Source: an optimization exercise on an open RTL-to-GDS flow (aim: small area). Production flows keep margins and buffers that such runs may drop. Function was checked by simulation only, so behaviour that the tests miss may differ from the original. No activity file was given, so power comes from the tool's default toggle rates.

`flow/design.v`:
```
package spe_pkg;
    localparam int WINDOW_BYTES = 32;
    localparam int ADDR_W       = 5;
    localparam int LANES        = 8;
    localparam int CNT_W        = 16;
    localparam int TOTAL_W = 16;
    localparam int TOL_W   = 9;
    localparam logic [TOTAL_W-1:0] TOTAL_RST = TOTAL_W'(1000);
    localparam logic [TOL_W-1:0]   TOL_RST   = TOL_W'(1);
    localparam logic [1:0] ACT_ACCUM  = 2'd0;
    localparam logic [1:0] ACT_STORE  = 2'd1;
    localparam logic [1:0] ACT_ENROLL = 2'd2;
endpackage
module spe_ram #(
    parameter int WIDTH = 136
) (
    input  logic             clk,
    input  logic             wen,
    input  logic             wen_n,
    input  logic [WIDTH-1:0] wdata,
    output logic [WIDTH-1:0] q
);
    always_ff @(posedge clk)
    begin
        q <= ({WIDTH{wen}} & wdata) | ({WIDTH{wen_n}} & q);
    end
endmodule
module spe_lane (
    input  logic [spe_pkg::CNT_W-1:0]  count,
    input  logic                       inc,
    input  logic [spe_pkg::CNT_W-1:0]  thr_hi,
    input  logic [spe_pkg::CNT_W-1:0]  thr_lo,
    output logic [spe_pkg::CNT_W-1:0]  count_next,
    output logic                       stable
);
    function automatic logic ge(input logic [spe_pkg::CNT_W-1:0] a,
                                input logic [spe_pkg::CNT_W-1:0] b);
        logic g;
        g = 1'b1;
        for (int j = 0; j < spe_pkg::CNT_W; j++)
            g = (a[j] & ~b[j]) | (a[j] & g) | (~b[j] & g);
        ge = g;
    endfunction
    assign count_next = count + spe_pkg::CNT_W'(inc & ~(&count));
    assign stable     = ge(count, thr_hi) || ge(thr_lo, count);
endmodule
module spe_merge (
    input  logic [24:0]                 prod,
    input  logic [spe_pkg::TOTAL_W-1:0] total,
    output logic [spe_pkg::CNT_W-1:0]   thr_hi,
    output logic [spe_pkg::CNT_W-1:0]   thr_lo
);
    logic [31:0] acc;
    assign acc = (32'(prod) << 4) + 32'(prod >> 1) - 32'(prod >> 3) + 32'(prod >> 7)
               + 32'(prod >> 10) + 32'(prod >> 12) - 32'(prod >> 15) - 32'(prod >> 19)
               - 32'(prod >> 21) + 32'd3;
    assign thr_lo = acc[29:14];
    assign thr_hi = total - thr_lo;
endmodule
module sram_puf_enrollment_core (
    input  logic         clk,
    input  logic         rst_n,
    input  logic         start,
    output logic         busy,
    input  logic [14:0]  item_word,
    output logic [28:0]  result_word,
    output logic         result_strobe,
    input  logic         psel,
    input  logic         penable,
    input  logic         pwrite,
    input  logic [2:0]   paddr,
    input  logic [31:0]  pwdata,
    output logic [31:0]  prdata,
    output logic         pready
);
    localparam int ROWS = spe_pkg::WINDOW_BYTES;
    localparam int CW   = spe_pkg::LANES * spe_pkg::CNT_W;    
    localparam int RW   = CW + 8;                             
    assign pready = 1'b1;
    assign busy   = 1'b0;
    logic [spe_pkg::TOTAL_W-1:0] total_reg, total_next;
    logic [spe_pkg::TOL_W-1:0]   tol_reg, tol_next;
    logic [24:0]                 prod_reg;
    logic                        cfg_wr;
    assign cfg_wr = psel && penable && pwrite;
    always_comb
    begin
        total_next = total_reg;
        tol_next   = tol_reg;
        if (cfg_wr)
        begin
            if (paddr[2])
                tol_next = pwdata[spe_pkg::TOL_W-1:0];
            else
                total_next = pwdata[spe_pkg::TOTAL_W-1:0];
        end
    end
    always_ff @(posedge clk or negedge rst_n)
    begin
        if (!rst_n)
        begin
            total_reg <= spe_pkg::TOTAL_RST;
            tol_reg   <= spe_pkg::TOL_RST;
            prod_reg  <= 25'(spe_pkg::TOTAL_RST) * 25'(spe_pkg::TOL_RST);
        end
        else
        begin
            total_reg <= total_next;
            tol_reg   <= tol_next;
            prod_reg  <= 25'(tol_next) * 25'(total_next);
        end
    end
    assign prdata = paddr[2] ? 32'(tol_reg) : 32'(total_reg);
    logic [spe_pkg::CNT_W-1:0] thr_hi, thr_lo;
    spe_merge u_thr (
        .prod   (prod_reg),
        .total  (total_reg),
        .thr_hi (thr_hi),
        .thr_lo (thr_lo)
    );
    logic [1:0]  s1_act;
    logic [4:0]  s1_idx, s1_idx_n;
    logic [7:0]  s1_smp;
    logic        s1_wr, s1_wr_n;
    always_ff @(posedge clk)
    begin
        s1_act   <= item_word[14:13];
        s1_idx   <= item_word[12:8];
        s1_idx_n <= ~item_word[12:8];
        s1_smp   <= item_word[7:0];
        s1_wr    <= start && !item_word[14];
        s1_wr_n  <= !(start && !item_word[14]);
    end
    logic s1_enroll;
    always_ff @(posedge clk or negedge rst_n)
    begin
        if (!rst_n)
            s1_enroll <= 1'b0;
        else
            s1_enroll <= start && (item_word[14:13] == spe_pkg::ACT_ENROLL);
    end
    logic s1_accum, s1_store;
    assign s1_accum = !s1_act[1] && !s1_act[0];
    assign s1_store = !s1_act[1] &&  s1_act[0];
    logic [ROWS-1:0] valid_reg;
    logic [ROWS-1:0] sel, wen, wen_n;
    logic [ROWS*RW-1:0] row_q;
    logic [RW-1:0]   wdata;
    for (genvar r = 0; r < ROWS; r++)
    begin : g_row
        assign sel[r]   = (s1_idx == r);
        assign wen[r]   = s1_wr && (s1_idx == r);
        assign wen_n[r] = s1_wr_n || (s1_idx_n != (5'd31 - r));
        spe_ram #(.WIDTH(RW)) u_row (
            .clk   (clk),
            .wen   (wen[r]),
            .wen_n (wen_n[r]),
            .wdata (wdata),
            .q     (row_q[r*RW +: RW])
        );
        always_ff @(posedge clk or negedge rst_n)
        begin
            if (!rst_n)
                valid_reg[r] <= 1'b0;
            else if (wen[r] && s1_accum)
                valid_reg[r] <= 1'b1;
        end
    end
    logic [(ROWS+1)*RW-1:0] rd_acc;
    assign rd_acc[RW-1:0] = '0;
    for (genvar r = 0; r < ROWS; r++)
    begin : g_rd
        assign rd_acc[(r+1)*RW +: RW] = rd_acc[r*RW +: RW]
                                      | ({{CW{sel[r] & valid_reg[r]}}, {8{sel[r]}}}
                                         & row_q[r*RW +: RW]);
    end
    logic [CW-1:0] rd_cnt;
    logic [7:0]    rd_ref;
    assign rd_cnt = rd_acc[ROWS*RW+8 +: CW];
    assign rd_ref = rd_acc[ROWS*RW +: 8];
    logic [spe_pkg::LANES-1:0] stable;
    logic [CW-1:0]             cnt_next;
    for (genvar b = 0; b < spe_pkg::LANES; b++)
    begin : g_lane
        spe_lane u_lane (
            .count      (rd_cnt[b*spe_pkg::CNT_W +: spe_pkg::CNT_W]),
            .inc        (s1_accum && s1_smp[b]),
            .thr_hi     (thr_hi),
            .thr_lo     (thr_lo),
            .count_next (cnt_next[b*spe_pkg::CNT_W +: spe_pkg::CNT_W]),
            .stable     (stable[b])
        );
    end
    assign wdata = {cnt_next, s1_store ? s1_smp : rd_ref};
    logic [4:0] res_idx;
    logic [7:0] res_mask, res_ref, key;
    logic       strobe_reg;
    always_ff @(posedge clk)
    begin
        res_idx  <= s1_idx;
        res_mask <= stable;
        res_ref  <= rd_ref;
    end
    always_ff @(posedge clk or negedge rst_n)
    begin
        if (!rst_n)
            strobe_reg <= 1'b0;
        else
            strobe_reg <= s1_enroll;
    end
    assign key           = res_ref & res_mask;
    assign result_word   = {res_idx, key, res_mask, key ^ {8{key[7]}}};
    assign result_strobe = strobe_reg;
endmodule
```
`flow/flow/run.sh`:
```
#!/bin/bash
# The standard layout (standard.sh) with two changes:
#  - clock tree synthesis runs without dummy loads (sink clusters as
#    the standard flow sizes them);
#  - the port buffers are the library's smallest buffer.
cd "$(dirname "$0")/.."
CTS_ARGS="-sink_clustering_enable -repair_clock_nets -dont_use_dummy_load"
BUFFER_PORTS_ARGS="-buffer_cell sky130_fd_sc_hd__buf_1"
export CTS_ARGS BUFFER_PORTS_ARGS
{
    echo "export CTS_ARGS = $CTS_ARGS"
    echo "export BUFFER_PORTS_ARGS = $BUFFER_PORTS_ARGS"
} >> config.mk
cp standard.sh standard_sh.log
bash standard.sh > standard.log 2>&1
status=$?
echo "standard.sh exit $status"
exit $status
```
`flow/standard.sh`:
```
#!/bin/bash
# synth_recipe.tcl (not shown) runs the flow's synth.tcl, then flattens the netlist and writes it again
# the make line also repeats each setting of config.mk as NAME=value (left out here)
make -C /OpenROAD-flow-scripts/flow DESIGN_CONFIG=/design/flow/config.mk WORK_HOME=/design/flow/orfs CLKGATE_MAP_FILE= SYNTH_SCRIPT=/design/flow/synth_recipe.tcl "${@:-finish}"
```
`flow/config.mk`:
```
export PLATFORM = sky130hd
export DESIGN_NAME = sram_puf_enrollment_core
export DESIGN_NICKNAME = sram_puf_enrollment_core
export VERILOG_FILES = /design/flow/design.v
export SDC_FILE = /design/flow/constraint.sdc
export NUM_CORES = 4
export LEC_CHECK = 0
export CAP_MARGIN = 20
export CELL_PAD_IN_SITES_DETAIL_PLACEMENT = 1
export CELL_PAD_IN_SITES_GLOBAL_PLACEMENT = 1
export CORE_MARGIN = 2
export CORE_UTILIZATION = 35
export PLACE_DENSITY = 0.5
export SLEW_MARGIN = 20
export CTS_ARGS = -sink_clustering_enable -repair_clock_nets -dont_use_dummy_load
export BUFFER_PORTS_ARGS = -buffer_cell sky130_fd_sc_hd__buf_1
```
`flow/constraint.sdc`:
```
create_clock -name core_clock -period 10.0 [get_ports {clk}]
set_input_delay 2.0000 -clock core_clock [delete_from_list [all_inputs] [get_ports {clk}]]
set_output_delay 2.0000 -clock core_clock [all_outputs]
set_load 0.01 [all_outputs]
```
==> results of run 1 <==
[cell families after synthesis]
family          synth area share (%)
compound gates                  25.1
simple gates                    13.8
flops                           51.1
buf+inv                         5.45
fa+ha+maj                       3.55
xor+xnor                       0.696
mux                            0.262
other cells                  0.00426
[power by group through the flow]
| stage | Combinational [uW] | Clock, uW | Sequential [uW] |
|---|---|---|---|
| after floorplan | 26200 | 0 | 18600 |
| final | 41200 | 16900 | 18500 |
| after global placement | 40100 | 0 | 18800 |
| after CTS | 40600 | 17000 | 18400 |
| after detailed placement | 40500 | 0 | 18800 |
| after global routing | 44300 | 17700 | 18500 |
[area by class of cell]
class                      count  area (um2)
sequential                  4479       90100
fill                       56578      302000
inverter                     344        1290
tap                         6681        8360
multi-input combinational  12800       78500
antenna                       81         203
timing repair buffer         893        7610
clock buffer                 531       13300
[worst paths after layout]
path                                 endpoint         start  slack [ns]  cells after the start
worst max-delay path              res_mask[0]  prod_reg[15]        0.44                     31
worst min-delay path               strobe_reg     s1_enroll        0.35                      0
worst max register to register    res_mask[0]  prod_reg[15]        0.44                     31
worst min register to register     strobe_reg     s1_enroll        0.35                      0
max in group asynchronous        valid_reg[1]         rst_n        7.83                      2
min in group asynchronous       valid_reg[18]         rst_n        0.95                      1
[repair_timing]
action	in CTS	in global routing
setup buffers	0	0
endpoints found under the setup margin	0	2
gates resized for setup	0	3
[cells in the final DEF, fill, tap and decap left out, types with 201 or more instances in the layout]
cell and instances:
o21ai_0 3327, clkbuf_16 531, a221oi_1 259, nand3_1 516, nand2_1 3525, dfxtp_1 4391
inv_1 342, a22o_1 1373, nand4_1 421, a22oi_1 1368, buf_4 714, nor2_1 201
[per-stage QoR]
step	worst slack (ns)	power [uW]	util, %	hold WS [ns]
after floorplan	1.31	44900	-	0.331
after global placement	0.387	59000	37.0	0.338
after detailed placement	0.404	59300	37.0	0.343
after CTS	0.377	76100	39.7	0.356
after global routing	0.0975	80500	39.7	0.363
final	0.443	76600	39.7	0.353
[worst max-delay path: cells and delay by family (launching register included)]
family | cells | cell delay, ns
adders and majority gates | 8 | 3.38
and+or+nand+nor | 7 | 2.03
AOI/OAI and AO/OA | 13 | 3.08
DFF | 1 | 0.63
buffers and inverters | 3 | 0.28
[layer usage]
layer | part of all wire, % | global-route usage [%] | up-vias | wire (um)
met1 | 41 | 57.5 | 89985 | 466000
met2 | 44 | 68.6 | 10398 | 510000
met3 | 9.5 | 7.88 | 2673 | 109000
met4 | 5.5 | 20.6 | 46 | 63300
li1 | - | - | 68600 | -
met5 | 0.032 | 0.0471 | - | 371
==> flow_summary_export.csv, run 1 <==
group,metric,value,unit
route,wl_per_cell,44.5,um
sta,finalCriticalPeriod,9.56,ns
sta,fin_crit_sh,95.6,%
yosys,synth_cell_types,101,
critical_path,required,10.90,ns
sta,relSlewSlack,10.6,%
critical_path,critPathLaunchType,"flip-flop",
yosys,synthTopCellsByArea,"dfxtp_1 50%, o21ai_0 9.5%, nand2_1 7.6%, a22o_1 6.8%, a22oi_1 5.8%",
place,port_buffers,82,
sta,setup_viol,0,
place,placed_area,0.186,mm2
clock_network,cts_tree,"yes",
yosys,synth_common_cells,"4,395 x dfxtp_1, 3,590 x nand2_1, 3,329 x o21ai_0",
power_and_ir_drop,swShare,46.1,%
yosys,ys_warn_count,3,
grt,antenna_found_initial,158,
grt,grt_pass1_wl,1520000,um
cells_and_area,drive_above_1_share,9.26,%
cells_and_area,fin_cells,25809,
clock_network,cts.path.max_buffers,4,
power_and_ir_drop,p_per_area,384,mW/mm2
floorplan,die_area,0.509,mm2
sta,rsz0062_at_grt,"false",
place,gp_congestion,0.903,
grt,grt.total_usage,43.5,%
floorplan,start_util,35.1,%
sta,fmax,0.105,GHz
critical_path,max_stage_delay,0.63,ns
route,drtIter0Drc,22998,
yosys,yosysTopAreaCellShare,49.9,%
floorplan,floorplan.core_area,0.502,mm2
yosys,yosysMostFrequentCell,"dfxtp_1",
power_and_ir_drop,vdd_drop_max,0.00192,V
route,drtPass1Iterations,8,
outcome,status,"finished clean",
cells_and_area,largest_register_ffs,4352,
sta,finalSetupTns,0,ns
clock_network,cts_sinks,4479,
place,dp_hpwl,658000,um
floorplan,dieHeight,714,um
clock_network,clk_pin_slew,0.06,ns
yosys,syn_inst,19633,
yosys,ys_seq_area_share,51.1,%
sta,finalHoldViolations,0,
clock_network,holdBufCountCts,0,
clock_network,insertion_delay,1.12,ns
grt,grt_max_degree,82,
cells_and_area,final_nets,19448,
floorplan,num_io_pins,120,
flow_run,maxCapViolCount,0,
critical_path,worstSetupPathType,"reg -> reg",
yosys,synth_area_leader_cell,"dfxtp_1",
yosys,synth_ff_type,"dfxtp_1",
critical_path,cp.arrival,10.46,ns
critical_path,cp-end-kind,"flip-flop",
yosys,synth_area,0.176,mm2
critical_path,cp_max_fo,6,
power_and_ir_drop,pwr-share-comb,53.8,%
critical_path,path_common_cell,"o21ai_0",
power_and_ir_drop,power.internal,41300,uW
route,ant_nets,0,
sta,finalMaxSlewViolations,0,
power_and_ir_drop,leakage,0.0731,uW
route,vias,171702,
grt,grt_pass1_vias,162838,
yosys,synthArstFlopShare,1.88,%
floorplan,die_w,714,um
yosys,synth.avg_cell_area,8.98,um2
route,drt-total-wl,1150000,um
power_and_ir_drop,clockPowerShare,22.1,%
yosys,synth-seq-cells,4479,
power_and_ir_drop,p_sw,35300,uW
clock_network,cts-buffers-inserted,531,
yosys,synth_edf_count,0,
route,vias_per_cell,6.65,
power_and_ir_drop,seqPwrFrac,24.1,%
clock_network,root_buffer,"clkbuf_16",
grt,grt_overflow,0,
hold_path,hold_path_class,"reg -> reg",
floorplan,placement_rows,260,
cells_and_area,final_cell_area,0.199,mm2
sta,finClkSkew,0.117,ns
clock_network,htreeDepth,6,
route,drc,0,
cells_and_area,syn_to_final_growth,13.1,%
place,place_inst,25196,
critical_path,cp_slowest_cell,"dfrtp_1",
sta,worst_pin_slew,1.34,ns
==> run 2, diff against run 1 <==
--- a/flow/flow/run.sh
+++ b/flow/flow/run.sh
@@ -2,7 +2,7 @@
 # The standard layout (standard.sh) with two changes:
-#  - clock tree synthesis runs without dummy loads (sink clusters as
-#    the standard flow sizes them);
+#  - clock tree synthesis runs without dummy loads and with small sink
+#    clusters;
 #  - the port buffers are the library's smallest buffer.
 cd "$(dirname "$0")/.."
-CTS_ARGS="-sink_clustering_enable -repair_clock_nets -dont_use_dummy_load"
+CTS_ARGS="-sink_clustering_enable -repair_clock_nets -dont_use_dummy_load -sink_clustering_size 30 -sink_clustering_max_diameter 45"
 BUFFER_PORTS_ARGS="-buffer_cell sky130_fd_sc_hd__buf_1"
--- a/flow/config.mk
+++ b/flow/config.mk
@@ -14,3 +14,3 @@
 export SLEW_MARGIN = 20
-export CTS_ARGS = -sink_clustering_enable -repair_clock_nets -dont_use_dummy_load
+export CTS_ARGS = -sink_clustering_enable -repair_clock_nets -dont_use_dummy_load -sink_clustering_size 30 -sink_clustering_max_diameter 45
 export BUFFER_PORTS_ARGS = -buffer_cell sky130_fd_sc_hd__buf_1
==> run 2 against run 1 <==
Largest cell class unchanged. Clock skew up 0.016 ns. Sequential cell count unchanged. Largest power group unchanged. Sequential share of layout area is 0.56 points lower. Die area did not move. First-iteration DRC count shrank 2.3%. Register-to-register slack improved by 0.02 ns. Non-clock buffer count is 1 higher. Fmax grew 0.21%. Global-route usage about the same. Critical path type unchanged. Highest routed layer unchanged.
==> flow_summary_export.csv, run 2 <==
group,metric,value,unit
route,wl_per_cell,44.3,um
yosys,synthArstFlopShare,1.88,%
sta,finClkSkew,0.133,ns
yosys,synthTopCellsByArea,"dfxtp_1 50%, o21ai_0 9.5%, nand2_1 7.6%, a22o_1 6.8%, a22oi_1 5.8%",
critical_path,required,10.90,ns
clock_network,clk_pin_slew,0.06,ns
cells_and_area,final_common_cell,"dfxtp_1",
yosys,synth_edf_count,0,
yosys,syn_inst,19633,
clock_network,htreeDepth,6,
clock_network,cts_sinks,4479,
yosys,synth.avg_cell_area,8.98,um2
sta,relSlewSlack,12.9,%
power_and_ir_drop,p_per_area,389,mW/mm2
sta,finalSetupTns,0,ns
floorplan,start_util,35.1,%
cells_and_area,fin_cells,25899,
critical_path,crit_start,"prod_reg[15]",
yosys,yosysMostFrequentCell,"dfxtp_1",
sta,fin_crit_sh,95.4,%
cells_and_area,syn_to_final_growth,14.5,%
yosys,synth_cell_types,101,
sta,finalHoldViolations,0,
yosys,ys_seq_area_share,51.1,%
grt,grt_pass1_vias,164324,
clock_network,insertion_delay,1.14,ns
place,dp_hpwl,658000,um
hold_path,hold_path_class,"reg -> reg",
power_and_ir_drop,vdd_drop_max,0.00192,V
floorplan,dieHeight,714,um
floorplan,die_area,0.509,mm2
cells_and_area,final_cell_area,0.202,mm2
critical_path,critPathLaunchType,"flip-flop",
critical_path,cp_max_fo,12,
clock_network,cts.path.max_buffers,4,
sta,rsz0062_at_grt,"false",
place,gp_congestion,0.903,
place,port_buffers,82,
floorplan,die_w,714,um
critical_path,cp.arrival,10.44,ns
sta,fmax,0.105,GHz
yosys,ys_warn_count,3,
yosys,synth_area_leader_cell,"dfxtp_1",
cells_and_area,drive_above_1_share,9.73,%
grt,grt_overflow,0,
power_and_ir_drop,leakage,0.0743,uW
route,drtIter0Drc,22468,
hold_path,min_from,"s1_enroll",
grt,antenna_found_initial,153,
route,drc,0,
critical_path,rr_startpoint,"prod_reg[15]",
yosys,synth-seq-cells,4479,
sta,setup_viol,0,
sta,worst_pin_slew,1.30,ns
sta,finalMaxSlewViolations,0,
route,drt-total-wl,1150000,um
cells_and_area,final_nets,19549,
yosys,synth_common_cells,"4,395 x dfxtp_1, 3,590 x nand2_1, 3,329 x o21ai_0",
yosys,synth_ff_type,"dfxtp_1",
outcome,status,"finished clean",
route,vias,172086,
yosys,synth_area,0.176,mm2
critical_path,path_common_cell,"o21ai_0",
critical_path,cp-end-kind,"flip-flop",
sta,finalCriticalPeriod,9.54,ns
yosys,yosysTopAreaCellShare,49.9,%
route,vias_per_cell,6.64,
sta,hold-worst-slack,0.358,ns
critical_path,cp_slowest_cell,"dfrtp_1",
floorplan,floorplan.core_area,0.502,mm2
clock_network,cts_tree,"yes",
critical_path,max_stage_delay,0.63,ns
place,placed_area,0.186,mm2
grt,grt_max_degree,82,
floorplan,placement_rows,260,
floorplan,num_io_pins,120,
flow_run,maxCapViolCount,0,
grt,grt.total_usage,43.5,%
grt,grt_pass1_wl,1530000,um
clock_network,root_buffer,"clkbuf_16",
critical_path,worstSetupPathType,"reg -> reg",
route,ant_nets,0,
cells_and_area,most-common-layout-cells,"4,391 x dfxtp_1, 3,525 x nand2_1, 3,327 x o21ai_0",
cells_and_area,largest_register_ffs,4352,
clock_network,cts-buffers-inserted,631,
place,place_inst,25196,
route,drtPass1Iterations,6,
[run 2: kinds of logic after synthesis]
kind of cell,synth area share (%)
flip-flops,51.1
other,0.00426
buffers and inverters,5.45
multiplexers,0.262
XOR/XNOR,0.696
AO/OA/AOI/OAI,25.1
AND/OR/NAND/NOR,13.8
adder cells (fa/ha/maj),3.55
[run 2: final cells by class]
| type | count | area (um2) |
|---|---|---|
| Fill cell | 56478 | 300000 |
| Sequential cell | 4479 | 90100 |
| Multi-Input combinational cell | 12800 | 78500 |
| Clock buffer | 631 | 15800 |
| Tap cell | 6681 | 8360 |
| Timing Repair Buffer | 894 | 7630 |
| Inverter | 344 | 1290 |
| Antenna cell | 70 | 175 |
[run 2: worst paths after layout]
path                                 to  cells after the start  slack (ns)
max in group asynchronous  valid_reg[7]                      2        7.83
setup / recovery            res_mask[7]                     31        0.46
setup reg to reg            res_mask[7]                     31        0.46
min in group asynchronous  prod_reg[14]                      1        0.95
hold / removal               strobe_reg                      0        0.36
hold reg to reg              strobe_reg                      0        0.36
[run 2: routing by layer]
metal | up-vias | global-route usage, % | part of all wire, %
met2 | 10600 | 67.9 | 44
met3 | 2943 | 8.42 | 9.3
met4 | 36 | 22.6 | 5.9
met5 | - | 0 | 0.020
li1 | 68825 | - | -
met1 | 89682 | 57.1 | 41
[run 2: per-stage QoR]
stage	setup WS [ns]	power (uW)	util, %
2_1_floorplan	1.31	44900	-
3_3_place_gp	0.387	59000	37.0
3_5_place_dp	0.404	59300	37.0
4_1_cts	0.342	78100	40.2
5_1_grt	0.0613	82500	40.2
6_report	0.463	78600	40.2
[run 2: report_power, final]
group	internal (uW)	switching (uW)	leakage (uW)
clock	10900	7970	0.00778
combinational	13900	27300	0.0301
sequential	18200	324	0.0365
[run 2: timing repair]
item | CTS | global route
gates resized for setup | 0 | 3
setup endpoints to repair | 0 | 2
hold buffers | 0 | 0
buffers inserted | 0 | 0
[run 2: worst max-delay path: cells and delay by family (launching register included)]
kind	cells	cell delay (ns)
adder cells (fa/ha/maj)	10	4.00
buffers and inverters	4	0.45
flip-flops	1	0.63
AND/OR/NAND/NOR	5	1.39
AO/OA/AOI/OAI	12	2.89

[re-timing with driven ports]
How much do the figures lean on ideal ports? The routed layouts below were timed once more, with nothing changed but the port constraints. Step 1: set_driving_cell puts a clkbuf_16 on clk and a buf_2 on each other input, an assumption about the parent block. Step 2 times the ports against the registers' clock, not the clock port: input delays grow and output delays shrink by t, the midpoint of the rising clock arrivals with the driver on. a / b / c = ideal / step 1 / step 2; a / b = the first two.
| run | t, ns | setup slack, ns | worst data-port slew with drivers (ns) |
|---|---|---|---|
| run 1 | 1.194 | 0.443 / 0.443 / 0.443 | 0.10 |
| run 2 | 1.200 | 0.463 / 0.463 / 0.463 | 0.10 |
After both steps setup and hold are still met in every run listed.
